Source: an optimization exercise on an open RTL-to-GDS flow (aim: small area, a short achievable clock period and few clock cycles). Production flows keep margins and buffers that such runs may drop. Where RTL was checked, it was by simulation tests only, not by an equivalence proof against the original. Power is estimated from default activity; no workload was simulated.

==> run a <==
Design cbor_item_head_parser_top, start of the top module:
module cbor_item_head_parser_top (
   input  logic                           clock,
   input  logic                           reset,
   input  logic                           req_push,
   output logic                           req_full,
   input  logic [cihp_pkg::BYTE_W-1:0]    req_byte_in,
   input  logic                           req_final_byte,
   output logic                           rsp_empty,
   input  logic                           rsp_pop,
   output logic [1:0]                     rsp_kind,
   output logic [cihp_pkg::MAJOR_W-1:0]   rsp_major_type,
   output logic [cihp_pkg::VALUE_W-1:0]   rsp_head_value,
   output logic [cihp_pkg::BYTE_W-1:0]    rsp_payload_byte,
   output logic [1:0]                     rsp_error_code,
   output logic                           rsp_item_done,
   output logic                           rsp_run_end
);
   logic                         step;
  ...
Settings: LEC_CHECK=0, CAP_MARGIN=20, CORE_MARGIN=2, CORE_UTILIZATION=60, CTS_BUF_LIST=sky130_fd_sc_hd__clkbuf_8, SETUP_SLACK_MARGIN=1.75, SLEW_MARGIN=20; clock period 4.0 ns.
standard.sh (not shown) runs the stock make flow with config.mk's settings and CLKGATE_MAP_FILE= SYNTH_SCRIPT=/design/flow/synth_recipe.tcl, a recipe that flattens the netlist after the stock synthesis.
==> flow/flow/run.sh <==
#!/bin/bash
# The standard layout, with plain buf_1 cells as the port buffers instead of
# the default delay cells. Each tool's output is kept in flow_standard.log.
set -euo pipefail
bash standard.sh BUFFER_PORTS_ARGS="-buffer_cell sky130_fd_sc_hd__buf_1" finish > flow_standard.log 2>&1
==> run b (differences from run a) <==
--- a/flow/design.v
+++ b/flow/design.v
@@ -67,42 +67,47 @@
       ext_last  = x[cihp_pkg::VALUE_W-cihp_pkg::BYTE_W];
       pay_last  = (x[GRP_W-1:0] == GRP_W'(1)) && (&gz_ff[N_GRP-2:1])
                   && (x[cihp_pkg::VALUE_W-1:cihp_pkg::VALUE_W-GRP_W] == '0);
       borrow[0] = 1'b1;
       for (int k = 1; k < N_GRP; k++) begin
          borrow[k] = borrow[k-1] && gz_ff[k-1];
       end
       for (int i = 0; i < cihp_pkg::VALUE_W; i++) begin
-         low_zero = borrow[i / GRP_W]
-                    && !(|(x[(i / GRP_W) * GRP_W +: GRP_W] & GRP_W'((1 << (i % GRP_W)) - 1)));
+         low_zero = borrow[i / GRP_W];
+         for (int j = (i / GRP_W) * GRP_W; j < i; j++) begin
+            low_zero = low_zero && !x[j];
+         end
          dec[i] = x[i] ^ low_zero;
       end
       gz_in = gz_ff;
       case (phase_ff)
          cihp_pkg::PH_IDLE: begin
             gz_in[0] = info_imm ? (info == '0) : (info[1:0] != 2'd3);
             gz_in[1] = 1'b1;
             gz_in[2] = info_imm || (info[1:0] != 2'd2);
          end
+         cihp_pkg::PH_EXT: begin
+            gz_in[0] = (x[7:0] == '0) && (byte_in == '0);
+            for (int k = 1; k < N_GRP - 1; k++) begin
+               gz_in[k] = (x[k*GRP_W-cihp_pkg::BYTE_W +: GRP_W] == '0);
+            end
+         end
          cihp_pkg::PH_PAYLOAD: begin
             for (int k = 0; k < N_GRP - 1; k++) begin
                gz_in[k] = borrow[k] ? (x[k*GRP_W +: GRP_W] == GRP_W'(1)) : gz_ff[k];
             end
          end
          default: begin
-            gz_in[0] = (x[7:0] == '0) && (byte_in == '0);
-            for (int k = 1; k < N_GRP - 1; k++) begin
-               gz_in[k] = (x[k*GRP_W-cihp_pkg::BYTE_W +: GRP_W] == '0);
-            end
+            gz_in = gz_ff;
          end
       endcase
       phase_in    = phase_ff;
       major_in    = major_ff;
-      x_in        = shifted;    
+      x_in        = x;
       res_new     = 1'b0;
       res_kind    = cihp_pkg::KIND_HEAD;
       res_ecode   = cihp_pkg::ERR_BAD_INFO;
       res_done    = 1'b0;
       res_two     = 1'b0;
       str_major   = (major_ff == cihp_pkg::MAJ_BYTES) || (major_ff == cihp_pkg::MAJ_TEXT);
       need_pay    = 1'b0;
       case (phase_ff)
@@ -124,18 +129,19 @@
             end else begin
                res_new   = 1'b1;
                res_kind  = cihp_pkg::KIND_ERROR;
                res_ecode = cihp_pkg::ERR_BAD_INFO;
                phase_in  = final_byte ? cihp_pkg::PH_IDLE : cihp_pkg::PH_DROP;
             end
          end
          cihp_pkg::PH_EXT: begin
+            x_in = shifted;
             if (ext_last) begin
-               need_pay = str_major && !((&gz_ff) && (x[55:48] == '0) && (byte_in == '0));
+               need_pay = str_major && (shifted != '0);
                res_new  = 1'b1;
                res_done = !need_pay;
                res_two  = need_pay && final_byte;
                phase_in = (need_pay && !final_byte) ? cihp_pkg::PH_PAYLOAD : cihp_pkg::PH_IDLE;
             end else begin
                res_new   = final_byte;
                res_kind  = cihp_pkg::KIND_ERROR;
                res_ecode = cihp_pkg::ERR_HEAD_TRUNC;
==> flow/config.mk (replaced) <==
export PLATFORM = sky130hd
export DESIGN_NAME = cbor_item_head_parser_top
export DESIGN_NICKNAME = cbor_item_head_parser_top
export VERILOG_FILES = /design/flow/design.v
export SDC_FILE = /design/flow/constraint.sdc
export NUM_CORES = 4
export LEC_CHECK = 0
export CAP_MARGIN = 20
export CORE_MARGIN = 2
export CORE_UTILIZATION = 65
export CTS_BUF_LIST = sky130_fd_sc_hd__clkbuf_8
export SETUP_SLACK_MARGIN = 1.5
export SLEW_MARGIN = 20
==> run c (differences from run a) <==
--- a/flow/design.v
+++ b/flow/design.v
@@ -78,31 +78,34 @@
       end
       gz_in = gz_ff;
       case (phase_ff)
          cihp_pkg::PH_IDLE: begin
             gz_in[0] = info_imm ? (info == '0) : (info[1:0] != 2'd3);
             gz_in[1] = 1'b1;
             gz_in[2] = info_imm || (info[1:0] != 2'd2);
          end
+         cihp_pkg::PH_EXT: begin
+            gz_in[0] = (x[7:0] == '0) && (byte_in == '0);
+            for (int k = 1; k < N_GRP - 1; k++) begin
+               gz_in[k] = (x[k*GRP_W-cihp_pkg::BYTE_W +: GRP_W] == '0);
+            end
+         end
          cihp_pkg::PH_PAYLOAD: begin
             for (int k = 0; k < N_GRP - 1; k++) begin
                gz_in[k] = borrow[k] ? (x[k*GRP_W +: GRP_W] == GRP_W'(1)) : gz_ff[k];
             end
          end
          default: begin
-            gz_in[0] = (x[7:0] == '0) && (byte_in == '0);
-            for (int k = 1; k < N_GRP - 1; k++) begin
-               gz_in[k] = (x[k*GRP_W-cihp_pkg::BYTE_W +: GRP_W] == '0);
-            end
+            gz_in = gz_ff;
          end
       endcase
       phase_in    = phase_ff;
       major_in    = major_ff;
-      x_in        = shifted;    
+      x_in        = x;
       res_new     = 1'b0;
       res_kind    = cihp_pkg::KIND_HEAD;
       res_ecode   = cihp_pkg::ERR_BAD_INFO;
       res_done    = 1'b0;
       res_two     = 1'b0;
       str_major   = (major_ff == cihp_pkg::MAJ_BYTES) || (major_ff == cihp_pkg::MAJ_TEXT);
       need_pay    = 1'b0;
       case (phase_ff)
@@ -124,16 +127,17 @@
             end else begin
                res_new   = 1'b1;
                res_kind  = cihp_pkg::KIND_ERROR;
                res_ecode = cihp_pkg::ERR_BAD_INFO;
                phase_in  = final_byte ? cihp_pkg::PH_IDLE : cihp_pkg::PH_DROP;
             end
          end
          cihp_pkg::PH_EXT: begin
+            x_in = shifted;
             if (ext_last) begin
                need_pay = str_major && !((&gz_ff) && (x[55:48] == '0) && (byte_in == '0));
                res_new  = 1'b1;
                res_done = !need_pay;
                res_two  = need_pay && final_byte;
                phase_in = (need_pay && !final_byte) ? cihp_pkg::PH_PAYLOAD : cihp_pkg::PH_IDLE;
             end else begin
                res_new   = final_byte;
==> qor summary <==
| quantity | run c | run b | run a |
|---|---|---|---|
| Result of the run | no timing/DRC/antenna violations | no timing/DRC/antenna violations | no timing/DRC/antenna violations |
| Dpl cell area | 5580 um2 | 6220 um2 | 5610 um2 |
| Final non-filler cell area | 5950 um2 | 6530 um2 | 5820 um2 |
| Share of total power in combinational logic | 16.6% | 18.1% | 15.5% |
| Peak ir drop on the vdd network | 246 uV | 234 uV | 198 uV |
| Final wirelength | 13000 um | 13400 um | 12400 um |
| Fraction of power consumed by sequential logic | 49.4% | 50.9% | 55.2% |
| Power in the clock group | 734 uW | 646 uW | 569 uW |
| Number of violations reported at the end of detailed-routing iteration 0 | 226 | 311 | 284 |
| Number of multi-input logic gates | 361 | 311 | 376 |
| Startpoint type of the worst setup path | flip-flop | flip-flop | input port |
| Post-CTS Resized | 6 | 7 | 1 |
| RSZ-0062 raised after global routing | true | true | false |
Testbench counts of run c, summed over its fixed seeds: cycles 24,277.
For run a and run b, only the layout was checked, not whether the RTL still works.

## separate check: timing with driven ports
The results above use ideal ports. As a check the final layouts listed here were re-extracted and re-timed, cells and wires unchanged. Step 1 sets driving cells, clkbuf_16 on the clock port and buf_2 on the other inputs (assumed; they add their load-dependent delay and slew). Step 2, shift: input delay + t, output delay - t, t = (earliest + latest rising clock arrival at the registers) / 2. This alone moves slack from input paths to output paths. Three values: ideal, step 1, step 2; two values: the first two.
| run | t (ns) | slack for setup (ns) | latest minus earliest clock arrival (ns) | worst register clock-pin slew, ns | worst data-port slew with drivers (ns) |
|---|---|---|---|---|---|
| run a | 0.386 | 1.854 / 1.823 / 1.563 | 0.012 / 0.012 | 0.10 / 0.10 | 0.03 |
| run b | 0.384 | 0.566 / 0.566 / 0.566 | 0.010 / 0.010 | 0.10 / 0.10 | 0.04 |
| run c | 0.392 | 1.794 / 1.762 / 1.523 | 0.017 / 0.017 | 0.10 / 0.10 | 0.03 |
After both steps setup and hold are still met in every run listed. The setup slack of run a, which loses most, moves by -0.031 ns with the drivers and by -0.291 ns with both steps.
